This design comes from an exercise in tuning for small area, a short achievable clock period and few clock cycles per item on the open sky130 flow, not from production work.
No functional check of the RTL was part of any run shown here.

==> design.v <==
`default_nettype none
package cordic_pkg;
    localparam int word_width = 32;
    localparam int fp_bias = 127;
    localparam int max_iterations = 16;
    localparam logic [word_width-1:0] cordic_gain_init = 32'h4DBA_76D4;
    typedef union packed {
        logic [word_width-1:0] bits;
        struct packed {
            logic        sign;
            logic [7:0]  exponent;
            logic [22:0] mantissa;
        } fields;
    } fp_word_t;
    function automatic logic [word_width-1:0] atan_entry(input logic [3:0] index);
        logic [word_width-1:0] angle;
        case (index)
            4'd0:    angle = 32'h6487_ED51;
            4'd1:    angle = 32'h3B58_CE0A;
            4'd2:    angle = 32'h1F5B_75F9;
            4'd3:    angle = 32'h0FEA_DD4D;
            4'd4:    angle = 32'h07FD_56ED;
            4'd5:    angle = 32'h03FF_AAB7;
            4'd6:    angle = 32'h01FF_F555;
            4'd7:    angle = 32'h00FF_FEAA;
            4'd8:    angle = 32'h007F_FFD5;
            4'd9:    angle = 32'h003F_FFFA;
            4'd10:   angle = 32'h001F_FFFF;
            4'd11:   angle = 32'h000F_FFFF;
            4'd12:   angle = 32'h0007_FFFF;
            4'd13:   angle = 32'h0003_FFFF;
            4'd14:   angle = 32'h0001_FFFF;
            default: angle = 32'h0000_FFFF;
        endcase
        atan_entry = angle;
    endfunction
endpackage
`default_nettype wire
`default_nettype none
module angle_to_fixed (
    input  logic [31:0] angle,
    output logic [31:0] fixed_angle
);
    logic [31:0] aligned;
    logic        in_range;
    assign aligned     = {1'b1, angle[22:0], 8'b0};
    assign in_range    = (angle[30:28] == 3'b011);
    assign fixed_angle = in_range ? (aligned >> (~angle[27:23])) : 32'd0;
endmodule
`default_nettype wire
`default_nettype none
module cordic_rotator #(
    parameter int XY_ARCH = 0,
    parameter int Z_ARCH  = 0
) (
    input  logic        clock,
    input  logic        arst_n,
    input  logic        clk_en,
    input  logic        start,
    input  logic [31:0] fixed_angle,
    output logic [31:0] cos_fixed,
    output logic        done
);
    logic        accept;
    logic        busy;
    logic        valid;
    logic        last;
    logic [3:0]  index;     
    logic [3:0]  index_n;   
    logic [3:0]  index_h;   
    logic [3:0]  index_hn;  
    logic [15:0] onehot;    
    logic [31:0] x, y, z;
    logic [31:0] xo, yo, xs, ys, at;
    logic        neg;
    logic        pos;       
    logic        negy;      
    logic [31:0] xsum, ysum, zsum, xt, yt;
    assign accept = start & clk_en;
    assign last   = busy & (index == 4'd15);
    assign neg    = z[31];
    always_comb begin
        at = '0;
        for (int k = 0; k < 16; k++) at = at | (onehot[k] ? cordic_pkg::atan_entry(4'(k)) : 32'd0);
    end
    assign ys = shift_right(y, y[31], index, index_h);
    assign xs = shift_right(x, 1'b0, ~index_n, ~index_hn);
    function automatic logic [31:0] shift_right(input logic [31:0] v, input logic fill,
                                                 input logic [3:0] sa, input logic [3:0] sb);
        logic [31:0] t;
        logic [62:0] e;
        t = v;
        for (int l = 3; l >= 0; l--) begin
            e = {{31{fill}}, t};
            for (int j = 0; j < 32; j++)
                t[j] = ((j >= 16) ? sa[l] : sb[l]) ? e[j + (1 << l)] : e[j];
        end
        shift_right = t;
    endfunction
    assign xo = pos ? ~x : x;
    assign yo = negy ? ~y : y;
    cpa #(.W(32), .ARCH(XY_ARCH)) x_add (.a(xo), .b(ys), .ci(1'b0), .s(xt));
    cpa #(.W(32), .ARCH(XY_ARCH)) y_add (.a(yo), .b(xs), .ci(1'b0), .s(yt));
    assign xsum = pos ? ~xt : xt;
    assign ysum = negy ? ~yt : yt;
    cpa #(.W(32), .ARCH(Z_ARCH))  z_add (.a(z), .b(neg ? at : ~at), .ci(~neg), .s(zsum));
    always_ff @(posedge clock) begin
        if (accept) begin
            x       <= cordic_pkg::cordic_gain_init;
            y       <= '0;
            z       <= fixed_angle;
            pos     <= ~fixed_angle[31];
            negy    <= fixed_angle[31];
            index    <= '0;
            index_n  <= '1;
            index_h  <= '0;
            index_hn <= '1;
            onehot  <= 16'd1;
        end else begin
            x       <= xsum;
            y       <= (busy && !last) ? ysum : 32'd0;
            z       <= zsum;
            pos     <= ~zsum[31];
            negy    <= zsum[31];
            index   <= index + 4'd1;
            index_n <= index_n - 4'd1;
            if (busy) begin
                index_h  <= index_h + 4'd1;
                index_hn <= index_hn - 4'd1;
            end
            onehot  <= {onehot[14:0], onehot[15]};
        end
    end
    always_ff @(posedge clock or negedge arst_n) begin
        if (!arst_n) begin
            busy  <= 1'b0;
            valid <= 1'b0;
            done  <= 1'b0;
        end else begin
            if (accept) begin
                busy  <= 1'b1;
                valid <= 1'b0;
            end else if (last) begin
                busy  <= 1'b0;
                valid <= 1'b1;
            end
            if (clk_en) done <= !start && (valid || last);
        end
    end
    assign cos_fixed = x;
endmodule
`default_nettype wire
module cpa #(
    parameter int W = 32,
    parameter int ARCH = 1
) (
    input  logic [W-1:0] a,
    input  logic [W-1:0] b,
    input  logic         ci,
    output logic [W-1:0] s
);
    if (ARCH == 0) begin : g_beh
        logic [W:0] t;
        assign t = {a, 1'b1} + {b, ci};
        assign s = t[W:1];
    end else begin : g_pfx
        localparam int N = W + 1;
        localparam int L = $clog2(N);
        logic [N-1:0] g0, p0, gg, pp;
        assign g0 = {a & b, ci};
        assign p0 = {a ^ b, 1'b0};
        always_comb begin
            gg = g0;
            pp = p0;
            if (ARCH == 1) begin
                for (int l = 0; l < L; l++)
                    for (int j = (2 << l) - 1; j < N; j += (2 << l)) begin
                        gg[j] = gg[j] | (pp[j] & gg[j - (1 << l)]);
                        pp[j] = pp[j] & pp[j - (1 << l)];
                    end
                for (int l = L - 2; l >= 0; l--)
                    for (int j = 3 * (1 << l) - 1; j < N; j += (2 << l)) begin
                        gg[j] = gg[j] | (pp[j] & gg[j - (1 << l)]);
                        pp[j] = pp[j] & pp[j - (1 << l)];
                    end
            end else if (ARCH == 2) begin
                for (int l = 0; l < L; l++)
                    for (int j = 0; j < N; j++)
                        if ((j >> l) & 1) begin
                            gg[j] = gg[j] | (pp[j] & gg[((j >> l) << l) - 1]);
                            pp[j] = pp[j] & pp[((j >> l) << l) - 1];
                        end
            end else begin
                for (int j = 1; j < N; j++) begin
                    gg[j] = gg[j] | (pp[j] & gg[j - 1]);
                end
            end
        end
        assign s = p0[N-1:1] ^ gg[N-2:0];
    end
endmodule
`default_nettype none
module fixed_to_float (
    input  logic [31:0] cos_fixed,
    output logic [31:0] result
);
    assign result = {8'h3F, cos_fixed[31], cos_fixed[29:7]};
endmodule
`default_nettype wire
`default_nettype none
module cos_unit (
    input  logic        clock,
    input  logic        arst_n,
    input  logic        clk_en,
    input  logic        start,
    input  logic [31:0] dataa,
    output logic [31:0] result,
    output logic        done
);
    logic [31:0] fixed_angle;
    logic [31:0] cos_fixed;
    angle_to_fixed angle_to_fixed_inst (
        .angle       (dataa),
        .fixed_angle (fixed_angle)
    );
    cordic_rotator cordic_rotator_inst (
        .clock       (clock),
        .arst_n      (arst_n),
        .clk_en      (clk_en),
        .start       (start),
        .fixed_angle (fixed_angle),
        .cos_fixed   (cos_fixed),
        .done        (done)
    );
    fixed_to_float fixed_to_float_inst (
        .cos_fixed (cos_fixed),
        .result    (result)
    );
endmodule
`default_nettype wire
==> flow/run.sh <==
#!/bin/bash
# Standard layout, but the port buffers are buf_2 cells instead of the delay
# buffers buffer_ports picks by default. Full tool output goes to standard_flow.log.
set -euo pipefail
bash standard.sh "BUFFER_PORTS_ARGS=-buffer_cell sky130_fd_sc_hd__buf_2" finish > standard_flow.log 2>&1
==> standard.sh <==
#!/bin/bash
# synth_recipe.tcl (not shown) runs the flow's synth.tcl, then flattens the netlist and writes it again
# the make line also repeats each setting of config.mk as NAME=value (left out here)
make -C /OpenROAD-flow-scripts/flow DESIGN_CONFIG=/design/flow/config.mk WORK_HOME=/design/flow/orfs CLKGATE_MAP_FILE= SYNTH_SCRIPT=/design/flow/synth_recipe.tcl "${@:-finish}"
==> config.mk <==
export PLATFORM = sky130hd
export DESIGN_NAME = cos_unit
export DESIGN_NICKNAME = cos_unit
export VERILOG_FILES = /design/flow/design.v
export SDC_FILE = /design/flow/constraint.sdc
export NUM_CORES = 4
export LEC_CHECK = 0
export ABC_AREA = 1
export CAP_MARGIN = 20
export CORE_MARGIN = 2
export CORE_UTILIZATION = 60
export SETUP_SLACK_MARGIN = 4.8
export SLEW_MARGIN = 20
export TNS_END_PERCENT = 100
==> constraint.sdc <==
create_clock -name core_clock -period 8.0 [get_ports {clock}]
set_input_delay 1.6000 -clock core_clock [delete_from_list [all_inputs] [get_ports {clock}]]
set_output_delay 1.6000 -clock core_clock [all_outputs]
set_load 0.01 [all_outputs]
==> results of run 1 <==
worst register-to-register path: cells and delay by family, from the launching register on:
| family | cells | cell delay (ns) |
|---|---|---|
| adders and majority gates | 1 | 0.37 |
| muxes | 1 | 0.16 |
| buffers and inverters | 2 | 0.33 |
| DFF | 1 | 0.41 |
| AOI/OAI and AO/OA | 6 | 0.98 |
| and+or+nand+nor | 7 | 0.82 |
placed cells by master, fill, tap and decap left out, types with 8 or more instances in the layout:
cell type	count
a21o_1	10
a21oi_1	160
a21oi_2	28
a31oi_1	14
buf_2	59
buf_4	84
clkbuf_16	17
clkinvlp_4	15
conb_1	8
dfxtp_1	111
dfxtp_4	11
ha_1	84
ha_2	8
inv_1	235
inv_2	13
mux2i_1	15
nand2_1	682
nand2_2	35
nand3_1	191
nand3_2	9
nand3b_1	8
nand4_1	14
nor2_1	193
nor2_2	32
nor2_4	9
nor3_1	14
o211ai_1	16
o21a_1	9
o21ai_0	198
o21ai_1	73
o21ai_2	23
o21bai_1	11
or2_2	17
xnor2_1	38
xor2_1	111
Yosys cell counts (9+ instances only):
master	count	area, sq um
nand2_1	701	2630
o21ai_0	266	1330
inv_1	248	931
nor2_1	228	856
nand3_1	197	986
a21oi_1	188	941
dfxtp_1	129	2580
xor2_1	118	1030
ha_1	97	1210
clkbuf_1	41	154
xnor2_1	38	333
buf_2	35	175
buf_4	34	255
o21ai_1	23	115
nor3_1	18	90.1
a31oi_1	17	106
or2_2	17	106
nand2_2	16	100
o211ai_1	16	120
mux2i_1	15	150
nand4_1	14	87.6
o21bai_1	13	97.6
buf_1	11	41.3
a21o_1	10	75.1
o21a_1	9	67.6
o21ai_2	9	78.8
worst paths after layout:
kind	startpoint	endpoint	slack, ns	cells after the start
setup / recovery	cordic_rotator_inst.index_hn[3]$_SDFFE_PP1P_	cordic_rotator_inst.y[17]$_SDFF_PP0_	4.89	17
hold / removal	cordic_rotator_inst.onehot[10]$_SDFF_PP0_	cordic_rotator_inst.onehot[11]$_SDFF_PP0_	0.50	2
setup reg to reg	cordic_rotator_inst.index_hn[3]$_SDFFE_PP1P_	cordic_rotator_inst.y[17]$_SDFF_PP0_	4.89	17
hold reg to reg	cordic_rotator_inst.onehot[10]$_SDFF_PP0_	cordic_rotator_inst.onehot[11]$_SDFF_PP0_	0.50	2
max in group asynchronous	arst_n	cordic_rotator_inst.valid$_DFFE_PN0P_	6.96	1
min in group asynchronous	arst_n	cordic_rotator_inst.done$_DFFE_PN0P_	0.94	1
stage by stage:
step / setup slack [ns] / hold slack [ns]
floorplan: 5.13 / 0.422
global placement: 3.83 / 0.436
detailed placement: 3.77 / 0.443
CTS: 4.69 / 0.464
global route: 4.64 / 0.518
finish: 4.89 / 0.498
registers in the layout, summed over array words and instances (netlist names):
register and flops:
cordic_rotator_inst.x 32, cordic_rotator_inst.y 32, cordic_rotator_inst.z 32, cordic_rotator_inst.onehot 16, cordic_rotator_inst.index 4, cordic_rotator_inst.index_h 4
cordic_rotator_inst.index_hn 4, cordic_rotator_inst.index_n 4, cordic_rotator_inst.busy 1, cordic_rotator_inst.done 1, cordic_rotator_inst.pos 1, cordic_rotator_inst.valid 1
cell families after synthesis:
kind of cell / after synthesis / synth area share
AO/OA/AOI/OAI: 578 / 0.204
XOR/XNOR: 156 / 0.0887
adder cells (fa/ha/maj): 99 / 0.0814
buffers and inverters: 385 / 0.107
flip-flops: 132 / 0.172
multiplexers: 15 / 0.00974
other: 2 / 0.000487
AND/OR/NAND/NOR: 1234 / 0.337
layout make-up:
cell class | count | area share
Multi-Input combinational cell | 2090 | 0.674
Timing Repair inverter | 3 | 0.00128
Clock inverter | 15 | 0.00768
Inverter | 261 | 0.0583
Timing Repair Buffer | 149 | 0.0572
Sequential cell | 132 | 0.154
Tap cell | 330 | 0.0235
Clock buffer | 17 | 0.0242
layer usage:
metal  vias up  share of wire  GRT usage
met5         -              0          0
met4         0          0.055      0.177
met3       161          0.062     0.0379
met2       711           0.47      0.617
met1      7849           0.41      0.436
li1       8644              -          -
timing repair:
action,4_1_cts,5_1_grt
endpoints found under the setup margin,91,79
cloned,3,0
resized for setup,70,232
buffers inserted,23,62
pin swaps,8,53
==> flow_metrics.env, run 1 <==
export IMPL_status="no timing/DRC/antenna violations"
export IMPL_post_dp_cell_area_sq_um=15500
export IMPL_mappedNetlistArea_sq_um=15400
export IMPL_floorplan_rows=58
export IMPL_multiInputGateArea_sq_um=11900
export IMPL_antenna_found_initial=0
export IMPL_syn_avg_cell_area_sq_um=5.92
export IMPL_cts_hold_buf=0
export IMPL_post_route_period_util=0.389
export IMPL_critical_path_max_stage_delay_ns=0.41
export IMPL_ys_async_rst_share=0.0227
export IMPL_storage_element_area_sq_um=2710
export IMPL_portbufs=59
export IMPL_vias=17400
export IMPL_synth_cells=2601
export IMPL_clock_skew_ns=0.0163
export IMPL_clock_tree_root_cell="clkbuf_16"
export IMPL_first_pass_iters=6
export IMPL_synth_enable_flop_cells=0
export IMPL_final_net_count=2789
export IMPL_largest_net_degree_at_the_start_of_global_routing=65
export IMPL_setup_viol=0
export IMPL_synth_seq_area_share=0.172
export IMPL_postSynth_topFlopCell="dfxtp_1"
export IMPL_ys_warn_count=1
export IMPL_dp_final_hpwl_um=37600
export IMPL_clock_fmax_ghz=0.321
export IMPL_design_area_sq_um=17600
export IMPL_start_util=0.612
export IMPL_critPathArrivalTime_ns=3.48
export IMPL_avg_vias_per_cell=5.79
export IMPL_globalplace_congestion=0.963
export IMPL_crit_path_end_kind="register"
export IMPL_path_cells="clkinvlp_4 -> nand2_1 -> nand2_1 -> o21ai_1 -> mux2i_1 -> nand2_1 -> o21ai_0 -> ha_1 -> nand3_1 -> nand3_1 -> inv_2 -> nor2_1 -> nor2_2 -> o21ai_2 -> a21boi_2 -> o21ai_0 -> a21oi_1"
export IMPL_fillers=2314
export IMPL_detailedRoute_firstIterationViolations=1610
export IMPL_cpMostUsedCell="nand2_1"
export IMPL_drive_gt1_frac=0.162
export IMPL_ctsHtreeMaxLevel=4
export IMPL_critical_path_startpoint_type="register"
export IMPL_cts_sinks=132
export IMPL_first_global_vias=15400
export IMPL_cts_tree="yes"
export IMPL_critPathRequiredTime_ns=8.36
export IMPL_grt_setup_unrepaired="true"
export IMPL_total_count_of_max_transition_violations_in_the_final_report=0
export IMPL_place_inst=2877
export IMPL_critical_path_slowest_cell="dfxtp_4"
export IMPL_yosysUniqueCellTypes=55
export IMPL_final_util=0.699
export IMPL_fin_crit_ns=3.11
export IMPL_wirelength_um=50100
export IMPL_finish_cell_count_without_fillers=2997
export IMPL_worst_slew_margin_rel=0.504
export IMPL_cts_reportedPaths_clkPinSlew_ns=0.07
export IMPL_chipHeight_um=164
export IMPL_area_growth_synth_to_final_pct=14.2
export IMPL_design_die_area_sq_um=27000
export IMPL_final_hold_viol_count=0
export IMPL_design_core_area_sq_um=25200
export IMPL_clock_latency_ns=0.44
export IMPL_final_antenna_net_count=0
export IMPL_avgRoutedWirePerCell_um=16.7
export IMPL_worst_slew_pin_transition_ns=0.744
export IMPL_boundaryPins=69
export IMPL_finalSetupTns_ns=0
export IMPL_timing_worst_setup_path_type="register to register"
export IMPL_synth_ff_latch_count=132
export IMPL_path_delay_family="compound AO/OA/AOI/OAI gates"
export IMPL_cts_made_buffers=17
export IMPL_total_global_route_track_usage=0.355
export IMPL_drc=0
export IMPL_grt_first_pass_wirelength_um=75900
export IMPL_clock_path_buffers=2
export IMPL_globalRoute_totalOverflow=0
export IMPL_worstPathBufferInverterCount=2
export IMPL_die_width_um=164
export IMPL_worst_path_max_fanout=6
export IMPL_diodes=0
export IMPL_holdCritPathClass="register to register"
export IMPL_max_cap_violations=0
==> run 2: changes to the inputs <==
--- a/design.v
+++ b/design.v
@@ -69,4 +69,2 @@
     logic [3:0]  index_n;   
-    logic [3:0]  index_h;   
-    logic [3:0]  index_hn;  
     logic [15:0] onehot;    
@@ -85,16 +83,4 @@
     end
-    assign ys = shift_right(y, y[31], index, index_h);
-    assign xs = shift_right(x, 1'b0, ~index_n, ~index_hn);
-    function automatic logic [31:0] shift_right(input logic [31:0] v, input logic fill,
-                                                 input logic [3:0] sa, input logic [3:0] sb);
-        logic [31:0] t;
-        logic [62:0] e;
-        t = v;
-        for (int l = 3; l >= 0; l--) begin
-            e = {{31{fill}}, t};
-            for (int j = 0; j < 32; j++)
-                t[j] = ((j >= 16) ? sa[l] : sb[l]) ? e[j + (1 << l)] : e[j];
-        end
-        shift_right = t;
-    endfunction
+    assign ys = $signed(y) >>> index;
+    assign xs = $signed(x) >>> (~index_n);
     assign xo = pos ? ~x : x;
@@ -113,6 +99,4 @@
             negy    <= fixed_angle[31];
-            index    <= '0;
-            index_n  <= '1;
-            index_h  <= '0;
-            index_hn <= '1;
+            index   <= '0;
+            index_n <= '1;
             onehot  <= 16'd1;
@@ -126,6 +110,2 @@
             index_n <= index_n - 4'd1;
-            if (busy) begin
-                index_h  <= index_h + 4'd1;
-                index_hn <= index_hn - 4'd1;
-            end
             onehot  <= {onehot[14:0], onehot[15]};
==> run 2 against run 1 <==
Against the previous run:
- wire length up 2.6%
- sequential share of layout area down 0.59 points
- die area down 2.7%
- cell count down 3.6%
- global-route usage up 1.6 points
- worst setup slack worse by 0.066 ns
- register-to-register slack worse by 0.07 ns
- critical path type unchanged
==> flow_metrics.env, run 2 <==
export IMPL_chipHeight_um=162
export IMPL_floorplan_rows=57
export IMPL_worst_r2r_endpoint="cordic_rotator_inst.y[18]$_SDFF_PP0_"
export IMPL_area_growth_synth_to_final_pct=14.0
export IMPL_design_area_sq_um=17100
export IMPL_fin_crit_ns=3.18
export IMPL_library_cell_with_the_largest_summed_area_after_synthesis="nand2_1"
export IMPL_drive_gt1_frac=0.153
export IMPL_path_cells="clkinvlp_4 -> buf_4 -> nand2_1 -> nand2_1 -> o21ai_2 -> o21ai_1 -> nand2_1 -> o21ai_0 -> ha_1 -> nand2_2 -> o21ai_0 -> nor2_1 -> o21ai_2 -> inv_1 -> o21ai_1 -> nand2_1 -> nand2_1 -> nor2_1"
export IMPL_die_width_um=162
export IMPL_clock_tree_root_cell="clkbuf_16"
export IMPL_drc=0
export IMPL_clock_fmax_ghz=0.315
export IMPL_worst_path_max_fanout=8
export IMPL_grt_setup_unrepaired="true"
export IMPL_dp_final_hpwl_um=37100
export IMPL_avg_vias_per_cell=6.00
export IMPL_vias=17300
export IMPL_cts_hold_buf=0
export IMPL_most_common_library_cell_in_the_layout_ignoring_fill_and_taps="nand2_1"
export IMPL_largest_net_degree_at_the_start_of_global_routing=67
export IMPL_ys_warn_count=1
export IMPL_portbufs=59
export IMPL_final_net_count=2686
export IMPL_antenna_found_initial=0
export IMPL_cts_sinks=124
export IMPL_cts_tree="yes"
export IMPL_mappedNetlistArea_sq_um=15000
export IMPL_postSynth_topFlopCell="dfxtp_1"
export IMPL_most_instantiated_library_cell_after_synthesis="nand2_1"
export IMPL_synth_cells=2509
export IMPL_synth_ff_latch_count=124
export IMPL_boundaryPins=69
export IMPL_ys_async_rst_share=0.0242
export IMPL_critical_path_startpoint_type="register"
export IMPL_critical_path_slowest_cell="dfxtp_4"
export IMPL_hp_start="cordic_rotator_inst.onehot[14]$_SDFF_PP0_"
export IMPL_synth_seq_area_share=0.167
export IMPL_start_point_of_the_critical_path="cordic_rotator_inst.index_n[0]$_SDFF_PP1_"
export IMPL_critPathArrivalTime_ns=3.51
export IMPL_clock_path_buffers=2
export IMPL_syn_avg_cell_area_sq_um=5.97
export IMPL_total_global_route_track_usage=0.371
export IMPL_commonest_cells_after_routing_fill_and_taps_aside="nand2_1 (673), inv_1 (190), nand3_1 (188)"
export IMPL_cts_made_buffers=17
export IMPL_final_antenna_net_count=0
export IMPL_finalSetupTns_ns=0
export IMPL_whs_path_depth=2
export IMPL_cts_reportedPaths_clkPinSlew_ns=0.06
export IMPL_design_core_area_sq_um=24400
export IMPL_ys_top_cells_by_area="nand2_1 (17%), dfxtp_1 (16%), ha_1 (7.9%)"
export IMPL_first_global_vias=15700
export IMPL_synth_top_cell_area_share=0.174
export IMPL_setup_viol=0
export IMPL_worstPathBufferInverterCount=3
export IMPL_hold_path_endpoint="cordic_rotator_inst.onehot[15]$_SDFF_PP0_"
export IMPL_globalRoute_totalOverflow=0
export IMPL_grt_first_pass_wirelength_um=78100
export IMPL_path_delay_family="compound AO/OA/AOI/OAI gates"
export IMPL_max_cap_violations=0
export IMPL_largest_registers="cordic_rotator_inst.x (32), cordic_rotator_inst.y (32), cordic_rotator_inst.z (32)"
export IMPL_globalplace_congestion=0.974
export IMPL_first_pass_iters=6
export IMPL_post_route_period_util=0.397
export IMPL_timing_worst_setup_path_type="register to register"
export IMPL_post_dp_cell_area_sq_um=15100
export IMPL_clock_latency_ns=0.44
export IMPL_path_depth=18
export IMPL_clock_skew_ns=0.0209
export IMPL_cpMostUsedCell="nand2_1"
export IMPL_critical_path_max_stage_delay_ns=0.44
export IMPL_crit_path_end_kind="register"
export IMPL_holdCritPathClass="register to register"
export IMPL_synth_enable_flop_cells=0
export IMPL_total_count_of_max_transition_violations_in_the_final_report=0
export IMPL_avgRoutedWirePerCell_um=17.8
export IMPL_reg2reg_slack_ns=4.82
export IMPL_diodes=0
export IMPL_rr_startpoint="cordic_rotator_inst.index_n[0]$_SDFF_PP1_"
export IMPL_worst_r2r_cell_count=18
export IMPL_critPathRequiredTime_ns=8.34
export IMPL_status="no timing/DRC/antenna violations"
export IMPL_wirelength_um=51400
export IMPL_final_hold_viol_count=0
export IMPL_yosysUniqueCellTypes=58
export IMPL_worst_slew_pin_transition_ns=0.764
export IMPL_start_util=0.614
export IMPL_ctsHtreeMaxLevel=4
export IMPL_leading_cell_types_by_count_after_synthesis="nand2_1 (693), o21ai_0 (230), nor2_1 (216), inv_1 (203), nand3_1 (192)"
export IMPL_worst_slew_margin_rel=0.489
export IMPL_design_die_area_sq_um=26300
export IMPL_detailedRoute_firstIterationViolations=2113
-- run 2: cell types whose count changed after synthesis, moves of 6 or more --
cell     previous run  this run
a21oi_1           188       170
o21ai_1            23        45
nand4_1            14        25
a21o_1             10        18
nor2_1            228       216
o21ai_0           266       230
nand2_1           701       693
nor3_1             18        12
dfxtp_1           129       121
inv_1             248       203
-- run 2: per-stage QoR --
| step | util | instances | hold WS (ns) | worst slack, ns |
|---|---|---|---|---|
| after global routing | 0.700 | 2889 | 0.470 | 4.64 |
| final | 0.700 | 2889 | 0.429 | 4.82 |
| after detailed placement | 0.618 | 2775 | 0.424 | 3.43 |
| after floorplan | - | 2515 | 0.408 | 4.99 |
| after CTS | 0.657 | 2837 | 0.432 | 4.80 |
| after global placement | 0.618 | 2775 | 0.428 | 3.48 |
-- run 2: how the worst max path moves through the flow --
| stage | end | slack, ns |
|---|---|---|
| after floorplan | cordic_rotator_inst.y[18]$_SDFF_PP0_ | 4.99 |
| after CTS | cordic_rotator_inst.x[28]$_SDFF_PP0_ | 4.80 |
| final | cordic_rotator_inst.y[18]$_SDFF_PP0_ | 4.82 |
| after detailed placement | cordic_rotator_inst.y[18]$_SDFF_PP0_ | 3.43 |
| after global placement | cordic_rotator_inst.y[18]$_SDFF_PP0_ | 3.48 |
| after global routing | cordic_rotator_inst.y[29]$_SDFF_PP0_ | 4.64 |
-- run 2: cell families (layout without fill, tap and decap cells) --
logic type	count (synthesis)	in the layout	synth area share
mux	17	17	0.0114
compound gates	554	554	0.202
buf+inv	341	391	0.100
simple gates	1217	1217	0.346
xor+xnor	157	157	0.0918
other cells	2	8	0.000501
fa+ha+maj	97	97	0.0820
flops	124	124	0.167
-- run 2: repair_timing --
action                                  4_1_cts  5_1_grt
pin swaps                                     1       43
buffers inserted                             23       49
gates resized for setup                      62      240
gates cloned                                  8        3
endpoints found under the setup margin       87       72
-- run 2: cell type report --
class                           instances  area, sq um
Clock buffer                           22          494
Inverter                              213          856
Timing Repair Buffer                  137         1010
Timing Repair inverter                 10         71.3
Tap cell                              324          405
Multi-Input combinational cell       2050        11600
Sequential cell                       124         2530
Clock inverter                          9         86.3
Fill cell                            2207         7310
-- run 2: tightest hold or removal path, delay by kind of cell (launching register included) --
family | cells | cell delay, ns
DFF | 1 | 0.31
buffers and inverters | 1 | 0.05
and+or+nand+nor | 1 | 0.03
-- run 2: metal layers --
metal / share of wire / global-route usage / vias to the layer above
li1: - / - / 8380
met1: 0.39 / 0.456 / 7900
met2: 0.47 / 0.636 / 890
met3: 0.084 / 0.0490 / 170
met4: 0.056 / 0.191 / 0
met5: 0 / 0 / -
==> run 3: changes to the inputs <==
--- a/design.v
+++ b/design.v
@@ -186,3 +186,4 @@
 );
-    assign result = {8'h3F, cos_fixed[31], cos_fixed[29:7]};
+    assign result = cos_fixed[31] ? {8'h3F, 1'b1, cos_fixed[30:8]}
+                                  : {8'h3F, 1'b0, cos_fixed[29:7]};
 endmodule
--- a/config.mk
+++ b/config.mk
@@ -11,3 +11,3 @@
 export CORE_UTILIZATION = 60
-export SETUP_SLACK_MARGIN = 4.8
+export SETUP_SLACK_MARGIN = 4.5
 export SLEW_MARGIN = 20
==> run 3 against run 2 <==
Against the previous run:
- still clean on timing, DRC and antenna
- fmax decreased by 5.9%
- clock skew is 0.0022 ns lower
- wire length decreased by 2.9%
- first-iteration DRC count down 16%
- sequential share of layout area grew 0.49 points
- highest routed layer unchanged
==> flow_metrics.env, run 3 <==
export IMPL_path_delay_family="compound AO/OA/AOI/OAI gates"
export IMPL_max_cap_violations=0
export IMPL_cts_made_buffers=17
export IMPL_largest_net_degree_at_the_start_of_global_routing=66
export IMPL_ctsHtreeMaxLevel=4
export IMPL_area_growth_synth_to_final_pct=7.75
export IMPL_postSynth_topFlopCell="dfxtp_1"
export IMPL_globalplace_congestion=1.03
export IMPL_most_instantiated_library_cell_after_synthesis="nand2_1"
export IMPL_path_depth=3
export IMPL_cts_tree="yes"
export IMPL_dp_final_hpwl_um=38600
export IMPL_clock_fmax_ghz=0.296
export IMPL_total_count_of_max_transition_violations_in_the_final_report=0
export IMPL_ys_warn_count=1
export IMPL_design_core_area_sq_um=25100
export IMPL_synth_enable_flop_cells=0
export IMPL_holdCritPathClass="register to register"
export IMPL_drive_gt1_frac=0.0884
export IMPL_worst_path_max_fanout=52
export IMPL_chipHeight_um=164
export IMPL_ys_top_cells_by_area="nand2_1 (17%), dfxtp_1 (16%), ha_1 (7.8%)"
export IMPL_die_width_um=164
export IMPL_ys_async_rst_share=0.0242
export IMPL_finalSetupTns_ns=0
export IMPL_drc=0
export IMPL_clock_skew_ns=0.0187
export IMPL_first_pass_iters=7
export IMPL_cts_reportedPaths_clkPinSlew_ns=0.08
export IMPL_library_cell_with_the_largest_summed_area_after_synthesis="nand2_1"
export IMPL_final_hold_viol_count=0
export IMPL_worst_r2r_cell_count=16
export IMPL_antenna_found_initial=1
export IMPL_clock_latency_ns=0.45
export IMPL_worst_slew_margin_rel=0.321
export IMPL_critPathRequiredTime_ns=6.40
export IMPL_leading_cell_types_by_count_after_synthesis="nand2_1 (701), inv_1 (230), o21ai_0 (230), nor2_1 (205), a21oi_1 (165)"
export IMPL_largest_registers="cordic_rotator_inst.x (32), cordic_rotator_inst.y (32), cordic_rotator_inst.z (32)"
export IMPL_synth_top_cell_area_share=0.172
export IMPL_final_antenna_net_count=0
export IMPL_setup_viol=0
export IMPL_wirelength_um=49900
export IMPL_crit_path_end_kind="output port"
export IMPL_worst_slew_pin_transition_ns=1.02
export IMPL_post_route_period_util=0.422
export IMPL_grt_first_pass_wirelength_um=77400
export IMPL_timing_worst_setup_path_type="register to output port"
export IMPL_met1Wirelength_um=20100
export IMPL_globalRoute_totalOverflow=0
export IMPL_first_global_vias=15400
export IMPL_commonest_cells_after_routing_fill_and_taps_aside="nand2_1 (699), inv_1 (227), o21ai_0 (214)"
export IMPL_final_net_count=2676
export IMPL_total_global_route_track_usage=0.365
export IMPL_critical_path_startpoint_type="register"
export IMPL_detailedRoute_firstIterationViolations=1778
export IMPL_avg_vias_per_cell=5.90
export IMPL_grt_setup_unrepaired="true"
export IMPL_met2_length_um=23200
export IMPL_synth_cells=2542
export IMPL_status="no timing/DRC/antenna violations"
export IMPL_mappedNetlistArea_sq_um=15300
export IMPL_portbufs=59
export IMPL_critical_path_slowest_cell="o21ai_0"
export IMPL_vias=17000
export IMPL_floorplan_rows=58
export IMPL_clock_tree_root_cell="clkbuf_16"
export IMPL_fin_crit_ns=3.38
export IMPL_start_util=0.609
export IMPL_synth_seq_area_share=0.163
export IMPL_met3_length_um=3720
export IMPL_critical_path_max_stage_delay_ns=0.52
export IMPL_boundaryPins=69
export IMPL_design_die_area_sq_um=26800
export IMPL_yosysUniqueCellTypes=63
export IMPL_whs_path_depth=2
export IMPL_worstPathBufferInverterCount=2
export IMPL_path_cells="buf_4 -> o21ai_0 -> buf_2"
export IMPL_synth_ff_latch_count=124
export IMPL_diodes=0
export IMPL_clock_path_buffers=2
export IMPL_hold_ws_ns=0.462
export IMPL_syn_avg_cell_area_sq_um=6.01
export IMPL_critPathArrivalTime_ns=1.78
export IMPL_cts_sinks=124
export IMPL_avgRoutedWirePerCell_um=17.3
export IMPL_routed_top_layer="met4"
export IMPL_most_common_library_cell_in_the_layout_ignoring_fill_and_taps="nand2_1"
==> run 3: cell types whose count changed after synthesis, sizes merged, moves of 5 or more <==
cell    previous run  this run
buf               86        70
clkbuf            42        36
inv              210       247
mux2i             17        42
nand2            714       725
nand3            196       165
nand4             25        19
nor2             220       212
nor3              13        20
o21ai            279       300
o22ai              7         1
or2               24        19
==> run 3: layer usage <==
| layer | global-route usage | up-vias |
|---|---|---|
| met5 | 0 | - |
| met4 | 0.195 | 0 |
| met3 | 0.0521 | 140 |
| met2 | 0.625 | 751 |
| met1 | 0.443 | 7733 |
| li1 | - | 8396 |
==> run 3: layout make-up <==
cell class / count / area [sq um]
repair inverters: 3 / 22.5
flip-flops and latches: 124 / 2520
inverters: 248 / 948
clock buffers: 17 / 425
multi-input cells: 2070 / 11500
clock inverters: 15 / 149
fillers: 2399 / 8640
repair buffers: 79 / 517
well taps: 330 / 413
==> run 3: logic make-up after synthesis <==
kind of cell	Yosys count	share of synthesized area
adder cells (fa/ha/maj)	97	0.0804
flip-flops	124	0.163
AO/OA/AOI/OAI	577	0.209
AND/OR/NAND/NOR	1190	0.334
multiplexers	42	0.0275
XOR/XNOR	156	0.0894
buffers and inverters	354	0.0953
other	2	0.000491
==> run 3: what timing repair did <==
item	in CTS	in global routing
setup buffers	2	9
pin swaps	0	3
endpoints found under the setup margin	69	60
hold buffers	0	0
resized for setup	17	56
cloned	2	2
==> run 3: path summary, 6_finish.rpt <==
check | endpoint | slack, ns | from
worst max-delay path | result[1] | 4.62 | cordic_rotator_inst.x[31]$_SDFF_PP0_
worst min-delay path | cordic_rotator_inst.onehot[15]$_SDFF_PP0_ | 0.46 | cordic_rotator_inst.onehot[14]$_SDFF_PP0_
worst max register to register | cordic_rotator_inst.z[28]$_DFF_P_ | 4.65 | cordic_rotator_inst.onehot[10]$_SDFF_PP0_
worst min register to register | cordic_rotator_inst.onehot[15]$_SDFF_PP0_ | 0.46 | cordic_rotator_inst.onehot[14]$_SDFF_PP0_
max in group asynchronous | cordic_rotator_inst.busy$_DFFE_PN0P_ | 6.94 | arst_n
min in group asynchronous | cordic_rotator_inst.done$_DFFE_PN0P_ | 0.94 | arst_n
==> run 3: worst min-delay path, cell delays in order (launching register included) <==
cell and delay (ns):
dfxtp_1 0.32, inv_1 0.07, nor2_1 0.04
==> run 3: per-stage QoR <==
stage | worst slack [ns] | cells | utilization | area, sq um
after floorplan | 5.03 | 2548 | - | 15300
after global placement | 3.59 | 2839 | 0.620 | 15600
final | 4.62 | 2886 | 0.656 | 16500
after CTS | 4.51 | 2875 | 0.646 | 16200
after detailed placement | 3.53 | 2839 | 0.620 | 15600
after global routing | 4.46 | 2886 | 0.656 | 16500
==> run 4: changes to the inputs <==
--- a/design.v
+++ b/design.v
@@ -71,3 +71,3 @@
     logic [31:0] x, y, z;
-    logic [31:0] xo, yo, xs, ys, at;
+    logic [31:0] xo, yo, yg, xs, ys, at;
     logic        neg;
@@ -83,3 +83,4 @@
     end
-    assign ys = $signed(y) >>> index;
+    assign yg = busy ? y : 32'd0;
+    assign ys = $signed(yg) >>> index;
     assign xs = $signed(x) >>> (~index_n);
@@ -104,3 +105,3 @@
             x       <= xsum;
-            y       <= (busy && !last) ? ysum : 32'd0;
+            y       <= ysum;
             z       <= zsum;
==> run 4 against run 3 <==
Against the previous run:
- worst setup slack worse by 0.016 ns
- still clean
- worst hold slack improved by 0.0017 ns
- wire length grew 0.87%
- area after synthesis is 0.74% lower
- global-route usage rose by 0.13 points
- clock-buffer cell count did not move
- cell count rose by 1.0%
- highest routed layer unchanged
- register-to-register slack got worse by 0.02 ns
- via count increased by 1.0%
- design area up 0.58%
==> flow_metrics.env, run 4 <==
export IMPL_most_common_library_cell_in_the_layout_ignoring_fill_and_taps="nand2_1"
export IMPL_total_count_of_max_transition_violations_in_the_final_report=0
export IMPL_design_die_area_sq_um=26600
export IMPL_hold_path_endpoint="cordic_rotator_inst.onehot[14]$_SDFF_PP0_"
export IMPL_leading_cell_types_by_count_after_synthesis="nand2_1 (659), o21ai_0 (283), inv_1 (249), nor2_1 (233), a21oi_1 (182)"
export IMPL_final_antenna_net_count=0
export IMPL_detailedRoute_firstIterationViolations=1820
export IMPL_ctsHtreeMaxLevel=4
export IMPL_fin_crit_ns=3.39
export IMPL_globalRoute_totalOverflow=0
export IMPL_clock_fmax_ghz=0.295
export IMPL_wirelength_um=50300
export IMPL_total_global_route_track_usage=0.367
export IMPL_mappedNetlistArea_sq_um=15200
export IMPL_library_cell_with_the_largest_summed_area_after_synthesis="nand2_1"
export IMPL_floorplan_rows=58
export IMPL_design_area_sq_um=16600
export IMPL_hp_start="cordic_rotator_inst.onehot[13]$_SDFF_PP0_"
export IMPL_max_cap_violations=0
export IMPL_worst_slew_pin_transition_ns=1.03
export IMPL_reg2reg_slack_ns=4.63
export IMPL_status="no timing/DRC/antenna violations"
export IMPL_critPathArrivalTime_ns=1.79
export IMPL_cts_hold_buf=0
export IMPL_boundaryPins=69
export IMPL_timing_worst_setup_path_type="register to output port"
export IMPL_worst_r2r_endpoint="cordic_rotator_inst.x[26]$_SDFF_PP1_"
export IMPL_whs_path_depth=2
export IMPL_cts_sinks=124
export IMPL_clock_skew_ns=0.0148
export IMPL_ys_warn_count=1
export IMPL_final_net_count=2705
export IMPL_drc=0
export IMPL_post_dp_cell_area_sq_um=15400
export IMPL_portbufs=59
export IMPL_syn_avg_cell_area_sq_um=5.94
export IMPL_ys_top_cells_by_area="nand2_1 (16%), dfxtp_1 (16%), o21ai_0 (9.3%)"
export IMPL_holdCritPathClass="register to register"
export IMPL_cts_made_buffers=17
export IMPL_largest_registers="cordic_rotator_inst.x (32), cordic_rotator_inst.y (32), cordic_rotator_inst.z (32)"
export IMPL_critical_path_startpoint_type="register"
export IMPL_setup_viol=0
export IMPL_first_pass_iters=6
export IMPL_storage_element_area_sq_um=2520
export IMPL_synth_top_cell_area_share=0.163
export IMPL_avg_vias_per_cell=5.90
export IMPL_crit_path_end_kind="output port"
export IMPL_grt_first_pass_wirelength_um=77300
export IMPL_cts_tree="yes"
export IMPL_post_route_period_util=0.424
export IMPL_place_inst=2846
export IMPL_clock_path_buffers=2
export IMPL_yosysUniqueCellTypes=54
export IMPL_clock_latency_ns=0.44
export IMPL_avgRoutedWirePerCell_um=17.3
export IMPL_postSynth_topFlopCell="dfxtp_1"
export IMPL_multiInputGateArea_sq_um=11300
export IMPL_most_instantiated_library_cell_after_synthesis="nand2_1"
export IMPL_critPathRequiredTime_ns=6.40
export IMPL_clock_tree_root_cell="clkbuf_16"
export IMPL_chipHeight_um=163
export IMPL_area_growth_synth_to_final_pct=9.18
export IMPL_synth_ff_latch_count=124
export IMPL_final_hold_viol_count=0
export IMPL_fillers=2396
export IMPL_start_util=0.606
export IMPL_first_global_vias=15000
export IMPL_worst_slew_margin_rel=0.314
export IMPL_synth_enable_flop_cells=0
export IMPL_commonest_cells_after_routing_fill_and_taps_aside="nand2_1 (655), inv_1 (243), o21ai_0 (239)"
export IMPL_finalSetupTns_ns=0
export IMPL_largest_net_degree_at_the_start_of_global_routing=67
export IMPL_finish_cell_count_without_fillers=2915
export IMPL_rr_startpoint="cordic_rotator_inst.index[0]$_SDFF_PP0_"
export IMPL_grt_setup_unrepaired="true"
export IMPL_vias=17200
export IMPL_synth_seq_area_share=0.165
export IMPL_drive_gt1_frac=0.0956
export IMPL_dp_final_hpwl_um=38300
export IMPL_synth_cells=2555
export IMPL_cts_reportedPaths_clkPinSlew_ns=0.08
export IMPL_globalplace_congestion=1.03
export IMPL_ys_async_rst_share=0.0242
export IMPL_antenna_found_initial=0
export IMPL_die_width_um=163
export IMPL_diodes=0
export IMPL_worst_r2r_cell_count=18
export IMPL_design_core_area_sq_um=25000
export IMPL_worst_path_max_fanout=4
run 4: cells by family (layout without fill, tap and decap cells):
group	count (synthesis)	count (layout)	synth area share
flip-flops	124	124	0.165
AO/OA/AOI/OAI	620	620	0.222
adder cells (fa/ha/maj)	97	97	0.0810
XOR/XNOR	154	154	0.0889
buffers and inverters	373	397	0.100
AND/OR/NAND/NOR	1142	1142	0.314
multiplexers	43	43	0.0284
other	2	8	0.000495
run 4: what timing repair did:
action                     in CTS  in global routing
pin swaps                       0                 14
setup endpoints to repair      60                 60
cloned                          3                  2
resized for setup              26                 90
hold endpoints to repair        0                  0
setup buffers                   5                 27
run 4: final cells by class:
cell class / instances / share of cell area
multi-input combinational: 2064 / 0.685
timing repair buffer: 100 / 0.0397
inverter: 260 / 0.0605
tap: 330 / 0.0249
clock inverter: 15 / 0.0102
timing repair inverter: 5 / 0.00211
clock buffer: 17 / 0.0257
sequential: 124 / 0.152
run 4: per-stage QoR:
step / setup slack (ns) / util / hold slack, ns
floorplan: 5.09 / - / 0.430
global placement: 3.76 / 0.616 / 0.447
detailed placement: 3.63 / 0.616 / 0.454
CTS: 4.43 / 0.645 / 0.466
global route: 4.42 / 0.662 / 0.487
finish: 4.61 / 0.662 / 0.464
run 4: worst max-delay path, stage by stage, from the launching register on:
cell	delay, ns
dfxtp_1	0.54
inv_1	0.09
o21ai_0	0.47
buf_2	0.24
run 4: how the worst max path moves through the flow:
| stage | start | endpoint | slack [ns] |
|---|---|---|---|
| floorplan | cordic_rotator_inst.busy$_DFFE_PN0P_ | cordic_rotator_inst.x[26]$_SDFF_PP1_ | 5.09 |
| global placement | cordic_rotator_inst.index[0]$_SDFF_PP0_ | cordic_rotator_inst.x[26]$_SDFF_PP1_ | 3.76 |
| detailed placement | cordic_rotator_inst.index[0]$_SDFF_PP0_ | cordic_rotator_inst.x[26]$_SDFF_PP1_ | 3.63 |
| CTS | cordic_rotator_inst.busy$_DFFE_PN0P_ | cordic_rotator_inst.x[26]$_SDFF_PP1_ | 4.43 |
| global route | cordic_rotator_inst.z[31]$_DFF_P_ | cordic_rotator_inst.y[18]$_SDFF_PP0_ | 4.42 |
| finish | cordic_rotator_inst.x[27]$_SDFF_PP1_ | result[20] | 4.61 |
run 4: per-layer routing:
| metal | wire length [um] | global-route usage |
|---|---|---|
| met1 | 23500 | 0.545 |
| met2 | 21200 | 0.558 |
| met3 | 4610 | 0.0510 |
| met4 | 1030 | 0.0861 |
| met5 | 0 | 0 |
==> run 5: changes to the inputs <==
--- a/design.v
+++ b/design.v
@@ -74,4 +74,3 @@
     logic        pos;       
-    logic        negy;      
-    logic [31:0] xsum, ysum, zsum, xt, yt;
+    logic [31:0] xsum, ysum, zsum;
     assign accept = start & clk_en;
@@ -83,11 +82,9 @@
     end
+    assign yo = pos ? ~yg : yg;
     assign yg = busy ? y : 32'd0;
-    assign ys = $signed(yg) >>> index;
-    assign xs = $signed(x) >>> (~index_n);
-    assign xo = pos ? ~x : x;
-    assign yo = negy ? ~y : y;
-    cpa #(.W(32), .ARCH(XY_ARCH)) x_add (.a(xo), .b(ys), .ci(1'b0), .s(xt));
-    cpa #(.W(32), .ARCH(XY_ARCH)) y_add (.a(yo), .b(xs), .ci(1'b0), .s(yt));
-    assign xsum = pos ? ~xt : xt;
-    assign ysum = negy ? ~yt : yt;
+    assign xo = pos ? x : ~x;
+    assign ys = $signed(yo) >>> index;
+    assign xs = $signed(xo) >>> (~index_n);
+    cpa #(.W(32), .ARCH(XY_ARCH)) x_add (.a(x), .b(ys), .ci(pos), .s(xsum));
+    cpa #(.W(32), .ARCH(XY_ARCH)) y_add (.a(y), .b(xs), .ci(~pos), .s(ysum));
     cpa #(.W(32), .ARCH(Z_ARCH))  z_add (.a(z), .b(neg ? at : ~at), .ci(~neg), .s(zsum));
@@ -99,3 +96,2 @@
             pos     <= ~fixed_angle[31];
-            negy    <= fixed_angle[31];
             index   <= '0;
@@ -108,3 +104,2 @@
             pos     <= ~zsum[31];
-            negy    <= zsum[31];
             index   <= index + 4'd1;
==> run 5 against run 4 <==
Against the previous run:
- flip-flop and latch count unchanged
- register-to-register slack worse by 0.16 ns
- utilization up 5.0 points
- area after synthesis is 5.2% lower
- clock-buffer cell count is 3 higher
- via count down 0.83%
- non-clock buffer count increased by 18
- cell count is 1.8% lower
- design area grew 0.88%
- wire length down 1.1%
==> flow_metrics.env, run 5 <==
export IMPL_final_net_count=2664
export IMPL_leading_cell_types_by_count_after_synthesis="nand2_1 (757), o21ai_0 (259), nor2_1 (226), inv_1 (210), a21oi_1 (198)"
export IMPL_first_global_vias=15500
export IMPL_area_growth_synth_to_final_pct=16.2
export IMPL_whs_path_depth=2
export IMPL_antenna_found_initial=0
export IMPL_fin_crit_ns=3.53
export IMPL_total_count_of_max_transition_violations_in_the_final_report=0
export IMPL_boundaryPins=69
export IMPL_clock_tree_root_cell="clkbuf_16"
export IMPL_critPathRequiredTime_ns=8.39
export IMPL_dp_final_hpwl_um=36300
export IMPL_combinational_family_with_the_most_area_after_synthesis="simple AND/OR/NAND/NOR gates"
export IMPL_synth_enable_flop_cells=0
export IMPL_status="no timing/DRC/antenna violations"
export IMPL_path_cells="buf_4 -> buf_12 -> xor2_2 -> o21ai_1 -> nand2_1 -> o21ai_1 -> mux2i_2 -> mux2i_1 -> ha_1 -> a21oi_1 -> o21ai_1 -> a21oi_1 -> o21ai_4 -> nand2_1 -> nand2_1 -> nand2_1 -> nand2_1 -> nand2_1 -> nand2_1 -> nor2_1"
export IMPL_most_instantiated_library_cell_after_synthesis="nand2_1"
export IMPL_critPathArrivalTime_ns=3.92
export IMPL_met2_usage=0.649
export IMPL_synth_cells=2488
export IMPL_globalRoute_totalOverflow=0
export IMPL_wirelength_um=49800
export IMPL_max_cap_violations=0
export IMPL_globalRouteMet1Util=0.434
export IMPL_holdCritPathClass="register to register"
export IMPL_worst_r2r_endpoint="cordic_rotator_inst.y[21]$_SDFF_PP0_"
export IMPL_drive_gt1_frac=0.139
export IMPL_syn_avg_cell_area_sq_um=5.78
export IMPL_rr_startpoint="cordic_rotator_inst.pos$_DFF_P_"
export IMPL_multiInputGateArea_sq_um=11400
export IMPL_postSynth_topFlopCell="dfxtp_1"
export IMPL_synth_seq_area_share=0.174
export IMPL_synth_compound_gate_area_share=0.226
export IMPL_synthSimpleGateAreaFrac=0.346
export IMPL_cts_tree="yes"
export IMPL_design_core_area_sq_um=23500
export IMPL_final_antenna_net_count=0
export IMPL_start_util=0.613
export IMPL_ys_async_rst_share=0.0242
export IMPL_gr_max_usage_layer="met2"
export IMPL_worst_slew_pin_transition_ns=0.777
export IMPL_setup_viol=0
export IMPL_critical_path_slowest_cell="dfxtp_4"
export IMPL_cts_hold_buf=0
export IMPL_first_pass_iters=8
export IMPL_worst_path_max_fanout=18
export IMPL_cts_made_buffers=17
export IMPL_vias=17100
export IMPL_yosysUniqueCellTypes=48
export IMPL_final_hold_viol_count=0
export IMPL_die_width_um=159
export IMPL_place_inst=2775
export IMPL_cts_sinks=124
export IMPL_synth_top_cell_area_share=0.198
export IMPL_clock_path_buffers=2
export IMPL_finalSetupTns_ns=0
export IMPL_synthAdderAreaFrac=0.0854
export IMPL_clock_fmax_ghz=0.283
export IMPL_critical_path_startpoint_type="register"
export IMPL_finish_cell_count_without_fillers=2863
export IMPL_commonest_cells_after_routing_fill_and_taps_aside="nand2_1 (738), nor2_1 (204), inv_1 (203)"
export IMPL_clock_skew_ns=0.0153
export IMPL_hold_path_endpoint="cordic_rotator_inst.onehot[11]$_SDFF_PP0_"
export IMPL_grt_setup_unrepaired="true"
export IMPL_globalplace_congestion=1.04
export IMPL_storage_element_area_sq_um=2520
export IMPL_multiplexer_share_of_the_synthesized_area=0.0223
export IMPL_critical_path_max_stage_delay_ns=0.39
export IMPL_avgRoutedWirePerCell_um=17.4
export IMPL_grt_first_pass_wirelength_um=75900
export IMPL_cts_reportedPaths_clkPinSlew_ns=0.06
export IMPL_library_cell_with_the_largest_summed_area_after_synthesis="nand2_1"
export IMPL_ys_warn_count=1
export IMPL_post_route_period_util=0.442
export IMPL_crit_path_end_kind="register"
export IMPL_met3_usage_grt=0.0475
export IMPL_floorplan_rows=56
export IMPL_yosys_area_share_xor_xnor=0.0548
export IMPL_cpMostUsedCell="nand2_1"
export IMPL_hp_start="cordic_rotator_inst.onehot[10]$_SDFF_PP0_"
export IMPL_portbufs=59
export IMPL_timing_worst_setup_path_type="register to register"
export IMPL_avg_vias_per_cell=5.96
export IMPL_worst_r2r_cell_count=20
export IMPL_drc=0
export IMPL_ctsHtreeMaxLevel=4
export IMPL_synth_ff_latch_count=124
export IMPL_mappedNetlistArea_sq_um=14400
export IMPL_reg2reg_slack_ns=4.47
export IMPL_most_common_library_cell_in_the_layout_ignoring_fill_and_taps="nand2_1"
export IMPL_start_point_of_the_critical_path="cordic_rotator_inst.pos$_DFF_P_"
export IMPL_fillers=2107
export IMPL_chipHeight_um=159
export IMPL_ys_top_cells_by_area="nand2_1 (20%), dfxtp_1 (17%), o21ai_0 (9.0%)"
export IMPL_clock_latency_ns=0.45
export IMPL_total_global_route_track_usage=0.369
export IMPL_diodes=0
export IMPL_largest_registers="cordic_rotator_inst.x (32), cordic_rotator_inst.y (32), cordic_rotator_inst.z (32)"
export IMPL_design_die_area_sq_um=25200
export IMPL_worst_slew_margin_rel=0.482
export IMPL_largest_net_degree_at_the_start_of_global_routing=63
export IMPL_detailedRoute_firstIterationViolations=1599
## run 5: changes by cell type after synthesis, sizes merged, moves of 14 or more
cell	previous run	this run
a21oi	183	199
a31oi	11	25
buf	68	49
inv	259	214
nand2	681	759
o21ai	332	285
xnor2	39	19
xor2	115	71
## run 5: cell type report
cell class,instances,area share
Multi-Input combinational cell,2047,0.681
Sequential cell,124,0.151
Timing Repair Buffer,118,0.0539
Inverter,218,0.0511
Clock buffer,20,0.0287
Tap cell,319,0.0239
Clock inverter,12,0.00861
Timing Repair inverter,5,0.00195
## run 5: cell families (layout without fill, tap and decap cells)
family          count (synthesis)  count (layout)
xor+xnor                       90              90
fa+ha+maj                      97              97
buf+inv                       323             373
compound gates                596             596
other cells                     2               8
flops                         124             124
mux                            32              32
simple gates                 1224            1224
## run 5: timing repair
item | CTS | global route
gates cloned | 5 | 4
pin swaps | 2 | 40
gates resized for setup | 51 | 233
buffers inserted | 18 | 29
endpoints found under the setup margin | 95 | 81
## run 5: worst max-delay path by stage
| stage | end | cells past startpoint | slack, ns |
|---|---|---|---|
| floorplan | cordic_rotator_inst.x[27]$_SDFF_PP1_ | 18 | 5.06 |
| global placement | cordic_rotator_inst.y[31]$_SDFF_PP0_ | 17 | 3.41 |
| detailed placement | cordic_rotator_inst.y[31]$_SDFF_PP0_ | 17 | 3.37 |
| CTS | cordic_rotator_inst.y[24]$_SDFF_PP0_ | 19 | 4.45 |
| global route | cordic_rotator_inst.y[24]$_SDFF_PP0_ | 21 | 4.23 |
| finish | cordic_rotator_inst.y[21]$_SDFF_PP0_ | 20 | 4.47 |
## run 5: per-layer routing
metal  vias up  routed length (um)  part of all wire
li1       8368                   -                 -
met5         -                   0                 0
met2       805               23800              0.48
met3       186                3480             0.070
met1      7694               19700              0.39
met4         0                2830             0.057
## run 5: critical path: cells and delay by family (launching register included)
| kind | cells | cell delay (ns) |
|---|---|---|
| AND/OR/NAND/NOR | 8 | 0.60 |
| XOR/XNOR | 1 | 0.20 |
| flip-flops | 1 | 0.39 |
| adder cells (fa/ha/maj) | 1 | 0.36 |
| buffers and inverters | 2 | 0.31 |
| multiplexers | 2 | 0.50 |
| AO/OA/AOI/OAI | 6 | 1.12 |
## run 5: through the flow
stage               utilization  worst slack [ns]  hold WS [ns]  instance area (sq um)
finish                    0.712              4.47         0.462                  16700
global route              0.712              4.23         0.501                  16700
CTS                       0.665              4.45         0.462                  15600
detailed placement        0.625              3.37         0.455                  14700
global placement          0.625              3.41         0.446                  14700
floorplan                     -              5.06         0.433                  14400
==> run 6: changes to the inputs <==
==> run.sh (new file) <==
#!/bin/bash
# synth_recipe.tcl (not shown) runs the flow's synth.tcl, then flattens the netlist and writes it again
# the make line also repeats each setting of config.mk as NAME=value (left out here)
make -C /OpenROAD-flow-scripts/flow DESIGN_CONFIG=/design/flow/config.mk WORK_HOME=/design/flow/orfs CLKGATE_MAP_FILE= SYNTH_SCRIPT=/design/flow/synth_recipe.tcl finish
removed: flow/run.sh
removed: standard.sh
==> run 6 against run 5 <==
Against the previous run:
- worst hold slack improved by 0.0010 ns
- clock-buffer cell count decreased by 1
- via count is 1.7% higher
- highest routed layer unchanged
- fmax rose by 2.6%
- wire length rose by 1.7%
- first-iteration DRC count up 14%
- synthesized cell count unchanged
- register-to-register slack gained 0.09 ns
- non-clock buffer count up 10
- clock skew up 0.00089 ns
- design area is 2.2% higher
==> flow_metrics.env, run 6 <==
export IMPL_status="no timing/DRC/antenna violations"
export IMPL_most_instantiated_library_cell_after_synthesis="nand2_1"
export IMPL_timing_worst_setup_path_type="register to output port"
export IMPL_synth_top_cell_area_share=0.198
export IMPL_globalRoute_totalOverflow=0
export IMPL_chipHeight_um=159
export IMPL_finish_cell_count_without_fillers=2875
export IMPL_final_antenna_net_count=0
export IMPL_clock_skew_ns=0.0162
export IMPL_synthSimpleGateAreaFrac=0.346
export IMPL_ys_async_rst_share=0.0242
export IMPL_yosys_area_share_xor_xnor=0.0548
export IMPL_total_count_of_max_transition_violations_in_the_final_report=0
export IMPL_final_hold_viol_count=0
export IMPL_critPathRequiredTime_ns=6.40
export IMPL_area_growth_synth_to_final_pct=18.8
export IMPL_largest_registers="cordic_rotator_inst.x (32), cordic_rotator_inst.y (32), cordic_rotator_inst.z (32)"
export IMPL_grt_setup_unrepaired="true"
export IMPL_portbufs=59
export IMPL_cts_sinks=124
export IMPL_clock_tree_root_cell="clkbuf_16"
export IMPL_final_net_count=2676
export IMPL_cts_tree="yes"
export IMPL_diodes=0
export IMPL_max_cap_violations=0
export IMPL_drc=0
export IMPL_synth_cells=2488
export IMPL_setup_viol=0
export IMPL_commonest_cells_after_routing_fill_and_taps_aside="nand2_1 (739), nor2_1 (202), inv_1 (201)"
export IMPL_storage_element_area_sq_um=2520
export IMPL_synth_ff_latch_count=124
export IMPL_worst_slew_margin_rel=0.484
export IMPL_multiplexer_share_of_the_synthesized_area=0.0223
export IMPL_library_cell_with_the_largest_summed_area_after_synthesis="nand2_1"
export IMPL_design_die_area_sq_um=25200
export IMPL_synthAdderAreaFrac=0.0854
export IMPL_synth_seq_area_share=0.174
export IMPL_first_pass_iters=7
export IMPL_postSynth_topFlopCell="dfxtp_1"
export IMPL_first_global_vias=15500
export IMPL_avgRoutedWirePerCell_um=17.6
export IMPL_avg_vias_per_cell=6.03
export IMPL_most_common_library_cell_in_the_layout_ignoring_fill_and_taps="nand2_1"
export IMPL_cts_made_buffers=17
export IMPL_drive_gt1_frac=0.118
export IMPL_total_global_route_track_usage=0.372
export IMPL_clock_path_buffers=2
export IMPL_synth_compound_gate_area_share=0.226
export IMPL_dp_final_hpwl_um=36100
export IMPL_cts_reportedPaths_clkPinSlew_ns=0.06
export IMPL_wirelength_um=50600
export IMPL_worst_slew_pin_transition_ns=0.773
export IMPL_vias=17300
export IMPL_fin_crit_ns=3.45
export IMPL_ctsHtreeMaxLevel=4
export IMPL_syn_avg_cell_area_sq_um=5.78
export IMPL_largest_net_degree_at_the_start_of_global_routing=51
export IMPL_detailedRoute_firstIterationViolations=1823
export IMPL_yosysUniqueCellTypes=48
export IMPL_critPathArrivalTime_ns=1.85
export IMPL_ys_top_cells_by_area="nand2_1 (20%), dfxtp_1 (17%), o21ai_0 (9.0%)"
export IMPL_clock_fmax_ghz=0.290
export IMPL_die_width_um=159
export IMPL_multiInputGateArea_sq_um=11400
export IMPL_mappedNetlistArea_sq_um=14400
export IMPL_whs_path_depth=2
export IMPL_dpl_worst_slack_ns=3.35
export IMPL_worst_path_max_fanout=8
export IMPL_synth_enable_flop_cells=0
export IMPL_critical_path_startpoint_type="register"
export IMPL_final_util=0.728
export IMPL_crit_path_end_kind="output port"
export IMPL_holdCritPathClass="register to register"
export IMPL_globalplace_congestion=0.997
export IMPL_worst_r2r_cell_count=19
export IMPL_combinational_family_with_the_most_area_after_synthesis="simple AND/OR/NAND/NOR gates"
export IMPL_place_inst=2775
export IMPL_floorplan_rows=56
export IMPL_clock_latency_ns=0.44
export IMPL_leading_cell_types_by_count_after_synthesis="nand2_1 (757), o21ai_0 (259), nor2_1 (226), inv_1 (210), a21oi_1 (198)"
export IMPL_boundaryPins=69
export IMPL_final_setup_worst_slack_ns=4.55
export IMPL_antenna_found_initial=0
export IMPL_fillers=2003
export IMPL_finalSetupTns_ns=0
export IMPL_design_core_area_sq_um=23500
export IMPL_ys_warn_count=1
export IMPL_start_util=0.613
export IMPL_grt_first_pass_wirelength_um=76700
export IMPL_post_route_period_util=0.431
-- run 6: cell types whose count changed in the layout (fill, tap and decap cells not counted), moves of 4 or more --
cell,delta
a31oi_2,-4
o21ai_2,-10
clkdlybuf4s50_1,+55
xor2_1,-4
a21oi_2,+6
buf_4,+12
buf_2,-59
a21oi_1,-6
o21ai_0,+12
buf_12,-4
-- run 6: per-layer routing --
metal  up-vias  GRT usage  share of wire
li1       8394          -              -
met5         -          0              0
met1      7802      0.429           0.38
met2       931      0.663           0.48
met4         0      0.208          0.065
met3       217     0.0489          0.076
-- run 6: layout make-up --
type / instances / share of cell area
Clock buffer: 19 / 0.0266
Sequential cell: 124 / 0.147
Clock inverter: 13 / 0.00894
Inverter: 218 / 0.0502
Multi-Input combinational cell: 2047 / 0.667
Timing Repair inverter: 7 / 0.00293
Tap cell: 319 / 0.0234
Timing Repair Buffer: 128 / 0.0731
-- run 6: stage by stage --
stage	instance area, sq um	hold slack (ns)
final	17100	0.463
after global routing	17100	0.489
after CTS	15900	0.464
after detailed placement	15000	0.450
after global placement	15000	0.443
after floorplan	14400	0.433
-- run 6: worst max-delay path, stage by stage (launching register included) --
cell	delay, ns
dfxtp_4	0.44
clkinvlp_4	0.18
buf_4	0.19
nand2_1	0.05
nand2_1	0.06
clkdlybuf4s50_1	0.49
-- run 6: cells by family after synthesis --
logic type	count (synthesis)
and+or+nand+nor	1224
AOI/OAI and AO/OA	596
buffers and inverters	323
DFF	124
adders and majority gates	97
xor gates and xnor gates	90
muxes	32
other	2
-- run 6: what timing repair did --
action,in CTS,in global routing
gates resized for setup,49,228
setup endpoints to repair,115,82
hold buffers,0,0
gates cloned,5,5
pin swaps,1,40
endpoints found under the hold margin,0,0
buffers inserted,14,44
-- run 6: path summary, 6_finish.rpt --
check,slack [ns],to,start
max,4.55,result[22],cordic_rotator_inst.x[31]$_SDFF_PP0_
min,0.46,cordic_rotator_inst.onehot[11]$_SDFF_PP0_,cordic_rotator_inst.onehot[10]$_SDFF_PP0_
max reg2reg,4.56,cordic_rotator_inst.y[18]$_SDFF_PP0_,cordic_rotator_inst.pos$_DFF_P_
min reg2reg,0.46,cordic_rotator_inst.onehot[11]$_SDFF_PP0_,cordic_rotator_inst.onehot[10]$_SDFF_PP0_
max in group asynchronous,6.46,cordic_rotator_inst.busy$_DFFE_PN0P_,arst_n
min in group asynchronous,1.36,cordic_rotator_inst.busy$_DFFE_PN0P_,arst_n

==> re-timing with driven ports <==
The flow's constraints put no driver on any port. The routed layouts listed below were extracted and timed again, unchanged, in two steps. Step 1 assumes that a clkbuf_16 drives the clock port and a buf_2 every other input. Step 2 also shifts input and output timing later by t, the mid clock arrival at the registers, as if the neighbouring blocks saw the same clock. a / b / c = ideal ports / drivers / drivers and shift; a / b = the first two.
| run | shift t [ns] | setup slack, ns | hold slack, ns |
|---|---|---|---|
| run 1 | 0.487 | 4.887 / 4.887 / 4.499 | 0.498 / 0.498 / 0.498 |
| run 2 | 0.485 | 4.821 / 4.821 / 4.502 | 0.429 / 0.429 / 0.429 |
| run 3 | 0.493 | 4.623 / 4.569 / 4.285 | 0.462 / 0.462 / 0.462 |
| run 4 | 0.487 | 4.607 / 4.553 / 4.279 | 0.464 / 0.464 / 0.464 |
| run 5 | 0.497 | 4.466 / 4.466 / 4.215 | 0.462 / 0.462 / 0.462 |
| run 6 | 0.484 | 4.555 / 4.501 / 4.142 | 0.463 / 0.463 / 0.463 |
After both steps every run listed still meets setup and hold. The setup slack of run 6, which loses most, moves by -0.054 ns with the drivers and by -0.413 ns with both steps.
